What follows belongs to an exercise in optimizing a design on an open flow for small area, a short achievable clock period and few clock cycles; a production flow would make more cautious choices.

Setup of v6:
==> flow/design.v (excerpt) <==
module seq_store_top (
  input  wire logic                  clk_i,
  input  wire logic                  rst_ni,
  input  wire logic                  rx_deshfu_valid_i,
  output logic                       rx_deshfu_ready_o,
  input  wire store_pkg::seq_entry_t rx_deshfu_i,
  input  wire logic                  txn_valid_i,
  output logic                       txn_ready_o,
  input  wire store_pkg::txn_beat_t  txn_i,
  input  wire logic                  meta_valid_i,
  output logic                       meta_ready_o,
  input  wire store_pkg::meta_t      meta_i,
  output logic                       axi_w_valid_o,
  input  wire logic                  axi_w_ready_i,
  output store_pkg::w_beat_t         axi_w_o
);
  logic        in_req_q;
  logic        hold_q;
  logic        view_hold_q;   
  logic [4:0]  ptr_q;
  logic [15:0][3:0] hi_nb_q;
  logic [15:0]      hi_en_q;
  logic        out_valid_q;
  store_pkg::w_beat_t out_q;
  ...
Size: ~1300 cells after synthesis, about 200 flip-flops.
==> flow/config.mk <==
export PLATFORM = sky130hd
export DESIGN_NAME = seq_store_top
export DESIGN_NICKNAME = seq_store_top
export VERILOG_FILES = /design/flow/design.v
export SDC_FILE = /design/flow/constraint.sdc
export NUM_CORES = 4
export LEC_CHECK = 0
export CAP_MARGIN = 20
export CORE_MARGIN = 2
export CORE_UTILIZATION = 60
export CTS_CLUSTER_DIAMETER = 70
export CTS_CLUSTER_SIZE = 32
export SETUP_SLACK_MARGIN = 3.3
export SLEW_MARGIN = 20
export SYNTH_HIERARCHICAL = 1
==> flow/constraint.sdc <==
create_clock -name core_clock -period 6.3 [get_ports {clk_i}]
set_input_delay 1.2600 -clock core_clock [delete_from_list [all_inputs] [get_ports {clk_i}]]
set_output_delay 1.2600 -clock core_clock [all_outputs]
set_load 0.01 [all_outputs]
standard.sh (not shown) runs the stock make flow with config.mk's settings and CLKGATE_MAP_FILE= SYNTH_SCRIPT=/design/flow/synth_recipe.tcl, a recipe that flattens the netlist after the stock synthesis.
==> flow/flow/run.sh <==
#!/bin/bash
# Standard ORFS layout, with the port buffers inserted as the smallest buffer
# (the resizer still upsizes any that timing needs).
set -euo pipefail
export BUFFER_PORTS_ARGS="-buffer_cell sky130_fd_sc_hd__buf_1"
bash standard.sh finish > standard_flow.log 2>&1
Every stage of the flow completed for v6, and the final layout passed the timing, design-rule and antenna checks.
## Diff of input files: v7 against v6
--- a/flow/design.v
+++ b/flow/design.v
@@ -113,28 +113,26 @@
   logic slot_free;
   logic need_x;
   logic step;
   logic capture;
   logic take_x;
   logic fin;
   logic load_meta;
   logic tn_move;
-  logic tn_load;
   assign base      = in_req_q && tq_valid_q;
   assign straddle  = !hold_q && span_q;
   assign slot_free = !out_valid_q || axi_w_ready_i;
   assign need_x    = !hold_q || span_q;
   assign fin       = tq_final_q;
   assign capture   = base && straddle && rx_deshfu_valid_i;
   assign step      = base && !straddle && slot_free && (!need_x || rx_deshfu_valid_i);
   assign take_x    = capture || (step && (fin ? need_x : (!hold_q && ge17_q)));
   assign load_meta = mv0_q && (!in_req_q || (step && fin));
   assign tn_move   = step || !tq_valid_q;
-  assign tn_load   = txn_valid_i && txn_ready_o;
   logic ready_go;     
   logic ready_free;   
   logic rx_pre_a;
   logic rx_pre_b;
   logic tx_pre_a;
   logic tx_pre_b;
   assign ready_go   = base && !straddle;
   assign ready_free = !need_x;
@@ -253,17 +251,17 @@
     ge32_q <= sum_s[5];
     rot_q  <= rot_s;
     if (tn_move) begin
       tq_lower_q <= tn_lower_q;
       tq_cnt_q   <= tn_cnt_q;
       tq_last_q  <= tn_last_q;
       tq_final_q <= tn_final_q;
     end
-    if (tn_load) begin
+    if (txn_ready_o) begin
       tn_lower_q <= txn_i.is_head ? txn_i.addr_off : 4'd0;
       tn_cnt_q   <= (txn_i.is_last ? txn_i.lbn : 5'd16)
                     - {1'b0, txn_i.is_head ? txn_i.addr_off : 4'd0};
       tn_last_q  <= txn_i.is_last;
       tn_final_q <= txn_i.is_final;
     end
   end
   always_ff @(posedge clk_i or negedge rst_ni) begin
@@ -274,17 +272,17 @@
     end
   end
   always_ff @(posedge clk_i) begin
     if (meta_ready_o) begin
       moff0_q <= meta_off;
     end
   end
   always_ff @(posedge clk_i) begin
-    if (take_x) begin
+    if (!hold_q) begin
       for (int j = 0; j < 16; j++) begin
         hi_nb_q[j] <= rx_deshfu_i.nb[16+j];
       end
       hi_en_q <= rx_deshfu_i.en[31:16];
     end
   end
   logic [31:0][4:0] view;
   always_comb begin
@@ -332,17 +330,17 @@
       out_valid_q <= 1'b0;
     end else if (step) begin
       out_valid_q <= 1'b1;
     end else if (axi_w_ready_i) begin
       out_valid_q <= 1'b0;
     end
   end
   always_ff @(posedge clk_i) begin
-    if (step) begin
+    if (slot_free) begin
       out_q.data <= bus_nb;
       out_q.strb <= bus_strb;
       out_q.last <= tq_last_q;
     end
   end
   assign axi_w_valid_o = out_valid_q;
   assign axi_w_o       = out_q;
 endmodule
--- outcome ---
Sequential share of layout area sits lower in v7 than in v6. Diff v6 -> v7: global-route track usage on met2 increased 0.82 points; detailed-route wire length per cell decreased 0.44%. [diff] via count, v7 relative to v6: improvement. Between v7 and v6, the global-route wire length before repair figures differ only marginally. v7 vs v6: total of cells resized after clock tree synthesis up in v7. The met1 usage in global routing reported for v7 is greater than that of v6 by 0.22 points. Diff v7..v6 | sequential cell count of the final layout | unchanged.
No functional check of the RTL was part of any run of this note.

---

== red ==
The RTL this note starts from:
==> flow/design.v <==
`default_nettype none
package store_pkg;
  localparam int unsigned BUS_NIBBLES = 16;
  localparam int unsigned BUS_BYTES   = 8;
  localparam int unsigned BUS_NB_W    = 4;
  localparam int unsigned SEQ_NIBBLES = 32;
  localparam int unsigned SEQ_NB_W    = 5;
  typedef struct packed {
    logic [SEQ_NIBBLES-1:0][3:0] nb;
    logic [SEQ_NIBBLES-1:0]      en;
  } seq_entry_t;
  typedef struct packed {
    logic [BUS_NB_W-1:0] addr_off;
    logic                is_head;
    logic [BUS_NB_W:0]   lbn;
    logic                is_last;
    logic                is_final;
  } txn_beat_t;
  typedef struct packed {
    logic [7:0] vstart;
    logic [1:0] eew;
  } meta_t;
  typedef struct packed {
    logic [4*BUS_NIBBLES-1:0] data;
    logic [BUS_BYTES-1:0]     strb;
    logic                     last;
  } w_beat_t;
  typedef struct packed {
    logic                load;
    logic [SEQ_NB_W-1:0] load_ptr;
    logic                advance;
    logic [BUS_NB_W:0]   adv_cnt;
    logic                bus_clear;
    logic                seq_clear;
  } cursor_cmd_t;
  typedef struct packed {
    logic [BUS_NB_W:0]   start;
    logic [BUS_NB_W:0]   upper;
    logic [SEQ_NB_W-1:0] seq_ptr;
  } pack_win_t;
endpackage
`default_nettype wire
`timescale 1ns/1ps
`default_nettype none
module seq_store_top (
  input  wire logic                  clk_i,
  input  wire logic                  rst_ni,
  input  wire logic                  rx_deshfu_valid_i,
  output logic                       rx_deshfu_ready_o,
  input  wire store_pkg::seq_entry_t rx_deshfu_i,
  input  wire logic                  txn_valid_i,
  output logic                       txn_ready_o,
  input  wire store_pkg::txn_beat_t  txn_i,
  input  wire logic                  meta_valid_i,
  output logic                       meta_ready_o,
  input  wire store_pkg::meta_t      meta_i,
  output logic                       axi_w_valid_o,
  input  wire logic                  axi_w_ready_i,
  output store_pkg::w_beat_t         axi_w_o
);
  logic        in_req_q;
  logic        hold_q;
  logic        view_hold_q;   
  logic [4:0]  ptr_q;
  logic [15:0][3:0] hi_nb_q;
  logic [15:0]      hi_en_q;
  logic        out_valid_q;
  store_pkg::w_beat_t out_q;
  logic        tq_valid_q;
  logic [3:0]  tq_lower_q;
  logic [4:0]  tq_cnt_q;
  logic        tq_last_q;
  logic        tq_final_q;
  logic        tn_valid_q;
  logic [3:0]  tn_lower_q;
  logic [4:0]  tn_cnt_q;
  logic        tn_last_q;
  logic        tn_final_q;
  logic [4:0]  sum_q;     
  logic        span_q;    
  logic        ge17_q;    
  logic        ge32_q;    
  logic [4:0]  rot_q;     
  logic        mv0_q;
  logic        mv1_q;
  logic [4:0]  moff0_q;
  logic [4:0]  moff1_q;
  logic base;
  logic straddle;
  logic slot_free;
  logic need_x;
  logic step;
  logic capture;
  logic take_x;
  logic fin;
  logic load_meta;
  logic tn_move;
  logic tn_load;
  assign base      = in_req_q && tq_valid_q;
  assign straddle  = !hold_q && span_q;
  assign slot_free = !out_valid_q || axi_w_ready_i;
  assign need_x    = !hold_q || span_q;
  assign fin       = tq_final_q;
  assign capture   = base && straddle && rx_deshfu_valid_i;
  assign step      = base && !straddle && slot_free && (!need_x || rx_deshfu_valid_i);
  assign take_x    = capture || (step && (fin ? need_x : (!hold_q && ge17_q)));
  assign load_meta = mv0_q && (!in_req_q || (step && fin));
  assign tn_move   = step || !tq_valid_q;
  assign tn_load   = txn_valid_i && txn_ready_o;
  logic ready_go;     
  logic ready_free;   
  logic rx_pre_a;
  logic rx_pre_b;
  logic tx_pre_a;
  logic tx_pre_b;
  assign ready_go   = base && !straddle;
  assign ready_free = !need_x;
  assign rx_pre_a   = (base && straddle)
                      || (ready_go && !out_valid_q && (fin ? need_x : (!hold_q && ge17_q)));
  assign rx_pre_b   = ready_go && (fin ? need_x : (!hold_q && ge17_q));
  assign tx_pre_a   = !tn_valid_q || !tq_valid_q;
  assign tx_pre_b   = tn_valid_q && tq_valid_q && ready_go;
  assign txn_ready_o       = tx_pre_a
                             || (tx_pre_b && (!out_valid_q || axi_w_ready_i)
                                 && (ready_free || rx_deshfu_valid_i));
  assign rx_deshfu_ready_o = rx_pre_a || (rx_pre_b && axi_w_ready_i);
  assign meta_ready_o      = !mv1_q;
  logic [4:0] meta_off;
  logic [4:0] ptr_n;
  always_comb begin
    case (meta_i.eew)
      2'd0:    meta_off = {meta_i.vstart[3:0], 1'b0};
      2'd1:    meta_off = {meta_i.vstart[2:0], 2'b0};
      2'd2:    meta_off = {meta_i.vstart[1:0], 3'b0};
      default: meta_off = {meta_i.vstart[0], 4'b0};
    endcase
  end
  logic [4:0] ptr_c;
  logic [3:0] lower_c;
  logic [4:0] cnt_c;
  logic [5:0] sum_a;
  logic [5:0] sum_b;
  logic [5:0] sum_c;
  logic [4:0] rot_a;
  logic [4:0] rot_b;
  logic [4:0] rot_c;
  assign ptr_c   = in_req_q ? ptr_q : moff0_q;
  assign lower_c = tq_valid_q ? tq_lower_q : tn_lower_q;
  assign cnt_c   = tq_valid_q ? tq_cnt_q : tn_cnt_q;
  assign sum_a = {1'b0, sum_q} + {1'b0, tn_cnt_q};
  assign sum_b = {1'b0, moff0_q} + {1'b0, tn_cnt_q};
  assign sum_c = {1'b0, ptr_c} + {1'b0, cnt_c};
  assign rot_a = sum_q - {1'b0, tn_lower_q};
  assign rot_b = moff0_q - {1'b0, tn_lower_q};
  assign rot_c = ptr_c - {1'b0, lower_c};
  always_comb begin
    if (step) begin
      ptr_n = fin ? moff0_q : sum_q;
    end else begin
      ptr_n = ptr_c;
    end
  end
  logic [5:0] sum_s;
  logic [4:0] rot_s;
  always_comb begin
    if (step) begin
      sum_s = fin ? sum_b : sum_a;
      rot_s = fin ? rot_b : rot_a;
    end else begin
      sum_s = sum_c;
      rot_s = rot_c;
    end
  end
  always_ff @(posedge clk_i or negedge rst_ni) begin
    if (!rst_ni) begin
      in_req_q   <= 1'b0;
      hold_q     <= 1'b0;
      view_hold_q <= 1'b0;
      tq_valid_q <= 1'b0;
      tn_valid_q <= 1'b0;
    end else begin
      if (capture) begin
        hold_q <= 1'b1;
      end else if (step) begin
        if (fin) begin
          hold_q <= 1'b0;
        end else if (hold_q) begin
          hold_q <= !ge32_q;
        end else begin
          hold_q <= ge17_q && !ge32_q;
        end
      end
      if (capture) begin
        view_hold_q <= 1'b1;
      end else if (step) begin
        view_hold_q <= !fin && !ge32_q && (view_hold_q || ge17_q);
      end
      if (load_meta) begin
        in_req_q <= 1'b1;
      end else if (step && fin) begin
        in_req_q <= 1'b0;
      end
      if (tn_move) begin
        tq_valid_q <= tn_valid_q;
      end
      if (txn_ready_o) begin
        tn_valid_q <= txn_valid_i;
      end
    end
  end
  always_ff @(posedge clk_i) begin
    ptr_q  <= ptr_n;
    sum_q  <= sum_s[4:0];
    span_q <= step ? (fin ? sum_b > 6'd32 : sum_a > 6'd32) : sum_c > 6'd32;
    ge17_q <= step ? (fin ? sum_b >= 6'd17 : sum_a >= 6'd17) : sum_c >= 6'd17;
    ge32_q <= sum_s[5];
    rot_q  <= rot_s;
    if (tn_move) begin
      tq_lower_q <= tn_lower_q;
      tq_cnt_q   <= tn_cnt_q;
      tq_last_q  <= tn_last_q;
      tq_final_q <= tn_final_q;
    end
    if (tn_load) begin
      tn_lower_q <= txn_i.is_head ? txn_i.addr_off : 4'd0;
      tn_cnt_q   <= (txn_i.is_last ? txn_i.lbn : 5'd16)
                    - {1'b0, txn_i.is_head ? txn_i.addr_off : 4'd0};
      tn_last_q  <= txn_i.is_last;
      tn_final_q <= txn_i.is_final;
    end
  end
  logic meta_push;
  assign meta_push = meta_valid_i && !mv1_q;
  always_ff @(posedge clk_i or negedge rst_ni) begin
    if (!rst_ni) begin
      mv0_q <= 1'b0;
      mv1_q <= 1'b0;
    end else begin
      if (load_meta) begin
        mv0_q <= mv1_q || meta_push;
        mv1_q <= 1'b0;
      end else begin
        mv0_q <= mv0_q || meta_push;
        mv1_q <= mv1_q || (mv0_q && meta_push);
      end
    end
  end
  always_ff @(posedge clk_i) begin
    if (load_meta ? !mv1_q : !mv0_q) begin
      moff0_q <= meta_off;
    end else if (load_meta) begin
      moff0_q <= moff1_q;
    end
    if (meta_push && mv0_q && !load_meta) begin
      moff1_q <= meta_off;
    end
  end
  always_ff @(posedge clk_i) begin
    if (take_x) begin
      for (int j = 0; j < 16; j++) begin
        hi_nb_q[j] <= rx_deshfu_i.nb[16+j];
      end
      hi_en_q <= rx_deshfu_i.en[31:16];
    end
  end
  logic [31:0][4:0] view;
  always_comb begin
    for (int j = 0; j < 32; j++) begin
      if (j >= 17 && view_hold_q) begin
        view[j] = {hi_en_q[j-16], hi_nb_q[j-16]};
      end else begin
        view[j] = {rx_deshfu_i.en[j], rx_deshfu_i.nb[j]};
      end
    end
  end
  logic [30:0][4:0] r4;
  logic [22:0][4:0] r3;
  logic [18:0][4:0] r2;
  logic [16:0][4:0] r1;
  logic [15:0][4:0] r0;
  always_comb begin
    for (int k = 0; k < 31; k++) r4[k] = rot_q[4] ? view[(k+16)%32] : view[k];
    for (int k = 0; k < 23; k++) r3[k] = rot_q[3] ? r4[k+8] : r4[k];
    for (int k = 0; k < 19; k++) r2[k] = rot_q[2] ? r3[k+4] : r3[k];
    for (int k = 0; k < 17; k++) r1[k] = rot_q[1] ? r2[k+2] : r2[k];
    for (int k = 0; k < 16; k++) r0[k] = rot_q[0] ? r1[k+1] : r1[k];
  end
  logic [4:0]       tq_upper;
  logic [15:0][3:0] bus_nb;
  assign tq_upper = {1'b0, tq_lower_q} + tq_cnt_q;
  logic [15:0]      bus_en;
  logic [7:0]       bus_strb;
  always_comb begin
    for (int i = 0; i < 16; i++) begin
      if (4'(i) >= tq_lower_q && 5'(i) < tq_upper) begin
        bus_nb[i] = r0[i][3:0];
        bus_en[i] = r0[i][4];
      end else begin
        bus_nb[i] = 4'd0;
        bus_en[i] = 1'b0;
      end
    end
    for (int k = 0; k < 8; k++) begin
      bus_strb[k] = bus_en[2*k] | bus_en[2*k+1];
    end
  end
  always_ff @(posedge clk_i or negedge rst_ni) begin
    if (!rst_ni) begin
      out_valid_q <= 1'b0;
    end else if (step) begin
      out_valid_q <= 1'b1;
    end else if (axi_w_ready_i) begin
      out_valid_q <= 1'b0;
    end
  end
  always_ff @(posedge clk_i) begin
    if (step) begin
      out_q.data <= bus_nb;
      out_q.strb <= bus_strb;
      out_q.last <= tq_last_q;
    end
  end
  assign axi_w_valid_o = out_valid_q;
  assign axi_w_o       = out_q;
endmodule
`default_nettype wire
==> flow/config.mk <==
export PLATFORM = sky130hd
export DESIGN_NAME = seq_store_top
export DESIGN_NICKNAME = seq_store_top
export VERILOG_FILES = /design/flow/design.v
export SDC_FILE = /design/flow/constraint.sdc
export NUM_CORES = 4
export LEC_CHECK = 0
export CAP_MARGIN = 20
export CORE_MARGIN = 2
export CORE_UTILIZATION = 60
export SETUP_SLACK_MARGIN = 3.3
export SLEW_MARGIN = 20
==> flow/constraint.sdc <==
create_clock -name core_clock -period 6.3 [get_ports {clk_i}]
set_input_delay 1.2600 -clock core_clock [delete_from_list [all_inputs] [get_ports {clk_i}]]
set_output_delay 1.2600 -clock core_clock [all_outputs]
set_load 0.01 [all_outputs]
Scripts as last shown in full above: flow/flow/run.sh
## Diff of input files: blue against red
-- flow/design.v --
<<< red, line 83
  logic [4:0]  rot_q;     
  logic        mv0_q;
  logic        mv1_q;
  logic [4:0]  moff0_q;
  logic [4:0]  moff1_q;
  logic base;
  logic straddle;
>>> blue, line 83
  logic [4:0]  rot_q;     
  logic        mv0_q;
  logic [4:0]  moff0_q;
  logic base;
  logic straddle;
<<< red, line 125
                                 && (ready_free || rx_deshfu_valid_i));
  assign rx_deshfu_ready_o = rx_pre_a || (rx_pre_b && axi_w_ready_i);
  assign meta_ready_o      = !mv1_q;
  logic [4:0] meta_off;
  logic [4:0] ptr_n;
>>> blue, line 123
                                 && (ready_free || rx_deshfu_valid_i));
  assign rx_deshfu_ready_o = rx_pre_a || (rx_pre_b && axi_w_ready_i);
  assign meta_ready_o      = !mv0_q || load_meta;
  logic [4:0] meta_off;
  logic [4:0] ptr_n;
<<< red, line 230
    end
  end
  logic meta_push;
  assign meta_push = meta_valid_i && !mv1_q;
  always_ff @(posedge clk_i or negedge rst_ni) begin
    if (!rst_ni) begin
      mv0_q <= 1'b0;
      mv1_q <= 1'b0;
    end else begin
      if (load_meta) begin
        mv0_q <= mv1_q || meta_push;
        mv1_q <= 1'b0;
      end else begin
        mv0_q <= mv0_q || meta_push;
        mv1_q <= mv1_q || (mv0_q && meta_push);
      end
    end
  end
  always_ff @(posedge clk_i) begin
    if (load_meta ? !mv1_q : !mv0_q) begin
      moff0_q <= meta_off;
    end else if (load_meta) begin
      moff0_q <= moff1_q;
    end
    if (meta_push && mv0_q && !load_meta) begin
      moff1_q <= meta_off;
    end
  end
>>> blue, line 228
    end
  end
  always_ff @(posedge clk_i or negedge rst_ni) begin
    if (!rst_ni) begin
      mv0_q <= 1'b0;
    end else if (meta_ready_o) begin
      mv0_q <= meta_valid_i;
    end
  end
  always_ff @(posedge clk_i) begin
    if (meta_ready_o) begin
      moff0_q <= meta_off;
    end
  end
--- outcome ---
- Global-route wire length before repair (blue vs. red) increases by a few percent
- In blue, effective utilization at floorplan is lower than in red.
- [compare] base=red new=blue: post-route fraction of the period consumed by the critical path went up; number of nets in the layout increased about 1.3%; worst hold slack barely changed.
- In the metrics for blue and red, the one carrying the lower utilization of the core after routing is blue.
- Relative to red, the non-clock buffer count in the final layout measured on blue has increased slightly.
- Final critical delay including setup and external delays sits higher in blue than in red.
- Worst setup slack was lower in the run labelled blue.
Function was not checked in any run of this note: the RTL went through the layout flow alone.

==> static timing again, ports no longer ideal <==
No port has a modelled driver above. Below, the same layouts with a new extraction and two added sets of constraints.
Step 1: set_driving_cell puts a clkbuf_16 on clk_i and a buf_2 on each other input, an assumption about the parent block.
Step 2 moves the port delays by t, midway between the first and last clock arrival at a register: inputs arrive t later, outputs are due t later. That takes back most of the time a late clock gives input paths.
Slacks: ideal / step 1 / step 2; pairs: ideal / step 1.
| run | shift t [ns] | setup WS [ns] | clock arrival spread, ns | worst slew at a driven data input, ns | pins driven straight from the clock port |
|---|---|---|---|---|---|
| v6 | 0.550 | 3.223 / 3.185 / 2.718 | 0.025 / 0.025 | 0.10 | 1 |
| v7 | 0.572 | 3.223 / 3.175 / 2.784 | 0.027 / 0.027 | 0.09 | 1 |
| red | 0.576 | 2.931 / 2.905 / 2.815 | 0.015 / 0.014 | 0.08 | 1 |
| blue | 0.503 | 2.785 / 2.764 / 2.764 | 0.018 / 0.018 | 0.09 | 1 |
After both steps setup and hold are still met in every run listed. For v6, which loses most, drivers alone change the setup slack by -0.038 ns; drivers and shift together by -0.505 ns.
